This design comes from an exercise in tuning for small area, a short achievable clock period and few clock cycles per item on the open sky130 flow, not from production work.
Only simulation tests tie the RTL to the original design; equivalence was not proved.

==> trial 17: inputs <==
Design keypad_press_autorepeat, start of the top module:
module keypad_press_autorepeat #(
    parameter int ROWS = 8,
    parameter int COLS = 8
) (
    input  logic                          clk,
    input  logic                          rst_n,
    input  logic                          s_tvalid,
    output logic                          s_tready,
    input  logic [kpa_pkg::S_TDATA_W-1:0] s_tdata,
    input  logic [1:0]                    s_tuser,
    output logic                          m_tvalid,
    input  logic                          m_tready,
    output logic [kpa_pkg::M_TDATA_W-1:0] m_tdata,
    output logic                          m_tuser,
    output logic                          m_tlast,
    input  logic                          cfg_valid,
    output logic                          cfg_ready,
    input  logic [kpa_pkg::CFG_IDX_W-1:0] cfg_index,
    input  logic [kpa_pkg::KEY_VEC_W-1:0] cfg_data
);
    logic [kpa_pkg::DELAY_W-1:0]   cfg_initial_delay_reg;
    logic [kpa_pkg::DELAY_W-1:0]   cfg_repeat_interval_reg;
    logic [kpa_pkg::KEY_VEC_W-1:0] cfg_repeat_key_mask_reg;
    logic                          q_valid, q_pop;
    logic [kpa_pkg::ITEM_W-1:0]    q_item;
    assign cfg_ready = 1'b1;
    always_ff @(posedge clk or negedge rst_n)
    begin
        if (!rst_n)
        begin
            cfg_initial_delay_reg   <= kpa_pkg::RST_INITIAL_DELAY;
            cfg_repeat_interval_reg <= kpa_pkg::RST_REPEAT_INTERVAL;
            cfg_repeat_key_mask_reg <= kpa_pkg::RST_REPEAT_KEY_MASK;
        end
        else if (cfg_valid)
        begin
            case (cfg_index)
                2'd0:    cfg_initial_delay_reg   <= cfg_data[kpa_pkg::DELAY_W-1:0];
                2'd1:    cfg_repeat_interval_reg <= cfg_data[kpa_pkg::DELAY_W-1:0];
                2'd2:    cfg_repeat_key_mask_reg <= cfg_data;
                default: ;
            endcase
        end
    end
    kpa_front u_front (
        .clk      (clk),
        .rst_n    (rst_n),
        .s_tvalid (s_tvalid),
        .s_tready (s_tready),
  ...
==> flow/config.mk <==
export PLATFORM = sky130hd
export DESIGN_NAME = keypad_press_autorepeat
export DESIGN_NICKNAME = keypad_press_autorepeat
export VERILOG_FILES = /design/flow/design.v
export SDC_FILE = /design/flow/constraint.sdc
export NUM_CORES = 4
export LEC_CHECK = 0
export ABC_CLOCK_PERIOD_IN_PS = 3000
export CAP_MARGIN = 20
export CORE_MARGIN = 2
export CORE_UTILIZATION = 40
export SLEW_MARGIN = 20
==> flow/constraint.sdc <==
create_clock -name core_clock -period 10.0 [get_ports {clk}]
set_input_delay 2.0000 -clock core_clock [delete_from_list [all_inputs] [get_ports {clk}]]
set_output_delay 2.0000 -clock core_clock [all_outputs]
set_load 0.01 [all_outputs]
standard.sh (not shown) runs the stock make flow with config.mk's settings and CLKGATE_MAP_FILE= SYNTH_SCRIPT=/design/flow/synth_recipe.tcl, a recipe that flattens the netlist after the stock synthesis.
==> flow/flow/run.sh <==
#!/bin/bash
set -o pipefail
export SETUP_SLACK_MARGIN=7
export BUFFER_PORTS_ARGS="-buffer_cell sky130_fd_sc_hd__buf_4"
bash standard.sh > standard.log 2>&1
==> inputs of build 38, as changes to trial 17 <==
--- a/flow/design.v
+++ b/flow/design.v
@@ -17,57 +17,50 @@
     input  logic                       s_tvalid,
     output logic                       s_tready,
     input  logic [kpa_pkg::ITEM_W-1:0] in_item,
     output logic                       q_valid,
     input  logic                       q_pop,
+    input  logic                       q_pop_next,
     output logic [kpa_pkg::ITEM_W-1:0] q_item
 );
-    logic [kpa_pkg::ITEM_W-1:0] head_reg, tail_reg;
-    logic [1:0] count_reg, count_next;
+    logic [kpa_pkg::ITEM_W-1:0] head_reg;
+    logic       head_v_reg, head_v_next;
     logic       ready_reg;
     logic       push;
-    assign s_tready = ready_reg;
-    assign q_valid  = (count_reg != 2'd0);
-    assign q_item   = head_reg;
-    assign push     = s_tvalid && ready_reg;
-    always_comb
-    begin
-        count_next = count_reg;
-        if (push && !q_pop)
-            count_next = count_reg + 2'd1;
-        else if (q_pop && !push)
-            count_next = count_reg - 2'd1;
-    end
+    assign s_tready    = ready_reg;
+    assign q_valid     = head_v_reg;
+    assign q_item      = head_reg;
+    assign push        = s_tvalid && ready_reg;
+    assign head_v_next = push || (head_v_reg && !q_pop);
     always_ff @(posedge clk or negedge rst_n)
     begin
         if (!rst_n)
         begin
-            count_reg <= 2'd0;
-            ready_reg <= 1'b1;
+            head_v_reg <= 1'b0;
+            ready_reg  <= 1'b0;
         end
         else
         begin
-            count_reg <= count_next;
-            ready_reg <= (count_next != 2'd2);
+            head_v_reg <= head_v_next;
+            ready_reg  <= !head_v_next || q_pop_next;
         end
     end
     always_ff @(posedge clk)
     begin
-        if ((count_reg == 2'd0) || q_pop)
-            head_reg <= (count_reg == 2'd2) ? tail_reg : in_item;
-        if ((count_reg == 2'd1) && !q_pop)
-            tail_reg <= in_item;
+        if (ready_reg)
+            head_reg <= in_item;
     end
 endmodule
 module kpa_back (
     input  logic                          clk,
     input  logic                          rst_n,
     input  logic [kpa_pkg::DELAY_W-1:0]   cfg_initial_delay,
     input  logic [kpa_pkg::DELAY_W-1:0]   cfg_repeat_interval,
     input  logic [kpa_pkg::KEY_VEC_W-1:0] cfg_repeat_key_mask,
     input  logic                          q_valid,
     output logic                          q_pop,
+    output logic                          q_pop_next,
     input  logic [kpa_pkg::ITEM_W-1:0]    q_item,
     output logic                          m_tvalid,
     input  logic                          m_tready,
     output logic [kpa_pkg::M_TDATA_W-1:0] m_tdata,
     output logic                          m_tuser,
@@ -113,10 +106,11 @@
     assign q_t   = q_item[NK+TW-1:NK];
     assign q_mod = q_item[NK+TW];
     assign q_req = q_item[NK+TW+2:NK+TW+1];
     logic [NK-1:0] ui_held_reg, game_held_reg, armed_reg;
     logic          adv;
+    logic          out_load;
     logic [1:0]    skid_n_reg;
     logic [8:0]    skid_reg [3];
     logic          out_v_reg;
     logic [8:0]    out_reg;        
     logic          emit_v;
@@ -159,10 +153,13 @@
         else if (d_clr_ui)
             d_any = 1'b0;
         else
             d_any = |ui_held_reg;
     end
+    assign q_pop_next = (skid_n_reg == 2'd0) && out_load &&
+                        (load ? at_most_one(d_walk)
+                              : (!r_v_reg || r_last_reg || at_most_two(r_rem_reg)));
     always_ff @(posedge clk or negedge rst_n)
     begin
         if (!rst_n)
         begin
             r_v_reg       <= 1'b0;
@@ -248,13 +245,13 @@
     logic [TW-1:0] dl_reg [NK];
     logic [TW-1:0] a_rdata, a_rd;
     logic          b_v_reg, b_first_reg, b_last_reg, b_key_reg, b_cand_reg;
     logic          b_ui_reg, b_any_reg;
     logic [5:0]    b_idx_reg;
-    logic [TW-1:0] b_t_reg, b_rd_reg, b_rd, b_wdata_reg;
-    logic          b_same_reg;
-    logic [TW-1:0] b_diff, b_wdata;
+    logic [TW-1:0] b_t_reg, b_rd_reg, b_wdata_reg;
+    logic          b_same_reg, b_byp_late_reg, b_late;
+    logic [TW-1:0] b_diff, b_wdata, a_byp_diff;
     logic          b_fire, b_we;
     logic          wb_v_reg;
     logic [5:0]    wb_idx_reg;
     logic [TW-1:0] wb_data_reg;
     always_comb
@@ -289,15 +286,17 @@
             b_idx_reg   <= a_idx_reg;
             b_t_reg     <= a_t_reg;
             b_rd_reg    <= a_rd;
             b_wdata_reg <= a_t_reg + {1'b0, (a_cand_reg ? cfg_repeat_interval : cfg_initial_delay)};
             b_same_reg  <= b_v_reg && b_ui_reg && (b_idx_reg == a_idx_reg);
+            b_byp_late_reg <= a_byp_diff[TW-1];
         end
     end
-    assign b_rd    = (b_same_reg && wb_v_reg) ? wb_data_reg : b_rd_reg;
-    assign b_diff  = b_t_reg - b_rd;
-    assign b_fire  = b_v_reg && b_key_reg && (!b_cand_reg || !b_diff[TW-1]);
+    assign a_byp_diff = a_t_reg - b_wdata_reg;
+    assign b_diff     = b_t_reg - b_rd_reg;
+    assign b_late     = (b_same_reg && wb_v_reg) ? b_byp_late_reg : b_diff[TW-1];
+    assign b_fire     = b_v_reg && b_key_reg && (!b_cand_reg || !b_late);
     assign b_we    = b_fire && b_ui_reg;
     assign b_wdata = b_wdata_reg;
     always_ff @(posedge clk or negedge rst_n)
     begin
         if (!rst_n)
@@ -381,11 +380,10 @@
                 open_any_reg <= b_any_reg;
             if (b_fire)
                 pend_idx_reg <= b_idx_reg;
         end
     end
-    logic out_load;
     assign out_load = !out_v_reg || m_tready;
     always_ff @(posedge clk or negedge rst_n)
     begin
         if (!rst_n)
         begin
@@ -451,11 +449,11 @@
     input  logic [kpa_pkg::KEY_VEC_W-1:0] cfg_data
 );
     logic [kpa_pkg::DELAY_W-1:0]   cfg_initial_delay_reg;
     logic [kpa_pkg::DELAY_W-1:0]   cfg_repeat_interval_reg;
     logic [kpa_pkg::KEY_VEC_W-1:0] cfg_repeat_key_mask_reg;
-    logic                          q_valid, q_pop;
+    logic                          q_valid, q_pop, q_pop_next;
     logic [kpa_pkg::ITEM_W-1:0]    q_item;
     assign cfg_ready = 1'b1;
     always_ff @(posedge clk or negedge rst_n)
     begin
         if (!rst_n)
@@ -480,20 +478,22 @@
         .s_tvalid (s_tvalid),
         .s_tready (s_tready),
         .in_item  ({s_tuser, s_tdata[64], s_tdata[96:65], s_tdata[63:0]}),
         .q_valid  (q_valid),
         .q_pop    (q_pop),
+        .q_pop_next (q_pop_next),
         .q_item   (q_item)
     );
     kpa_back u_back (
         .clk                 (clk),
         .rst_n               (rst_n),
         .cfg_initial_delay   (cfg_initial_delay_reg),
         .cfg_repeat_interval (cfg_repeat_interval_reg),
         .cfg_repeat_key_mask (cfg_repeat_key_mask_reg),
         .q_valid             (q_valid),
         .q_pop               (q_pop),
+        .q_pop_next          (q_pop_next),
         .q_item              (q_item),
         .m_tvalid            (m_tvalid),
         .m_tready            (m_tready),
         .m_tdata             (m_tdata),
         .m_tuser             (m_tuser),
Settings changed: ABC_CLOCK_PERIOD_IN_PS 3000 to unset, CTS_CLUSTER_DIAMETER set to 120, CTS_CLUSTER_SIZE set to 24, TNS_END_PERCENT set to 5.
==> flow_metrics.env <==
export IMPL_muxShareOfSynthArea_pct=3.42
export IMPL_pg_clk_mw=11.8
export IMPL_synth_xor_xnor_area_share_pct=0.320
export IMPL_grtUsageMet1_pct=38.9
export IMPL_outcome="complete, no violations"
export IMPL_ir_worst_vdd_mv=0.316
export IMPL_nMultiInputCombCells=3542
export IMPL_synth_common_cells="2435 x edfxtp_1, 585 x a22o_1, 520 x a221oi_1"
export IMPL_synth_edf_count=2435
export IMPL_p_int_mw=26.9
[end of results for trial 17]
==> flow_metrics.env <==
export IMPL_outcome="complete, no violations"
export IMPL_grtUsageMet1_pct=40.6
export IMPL_p_int_mw=21.1
export IMPL_synth_edf_count=2336
export IMPL_muxShareOfSynthArea_pct=3.15
[end of results for build 38]
Testbench counts of trial 17, summed over its fixed seeds: cycles 5,797, requests 3,200.
Testbench counts of build 38, summed over its fixed seeds: cycles 5,797, requests 3,200.

separate check: timing with driven ports:
The flow's constraints put no driver on any port. The routed layouts listed below were extracted and timed again, unchanged, in two steps. Step 1 sets driving cells, clkbuf_16 on the clock port and buf_2 on the other inputs (assumed; they add their load-dependent delay and slew). Step 2 also shifts input and output timing later by t, the mid clock arrival at the registers, as if the neighbouring blocks saw the same clock. Three values: ideal ports, drivers, drivers and shift; two values: the first two.
run	shift t [ns]	setup slack, ns	worst setup path after step 2
trial 17	0.968	6.082 / 6.082 / 6.082	register to register
build 38	0.960	6.416 / 6.371 / 5.902	input to register
After both steps setup and hold are still met in every run listed. For build 38, which loses most, drivers alone change the setup slack by -0.045 ns; drivers and shift together by -0.514 ns.
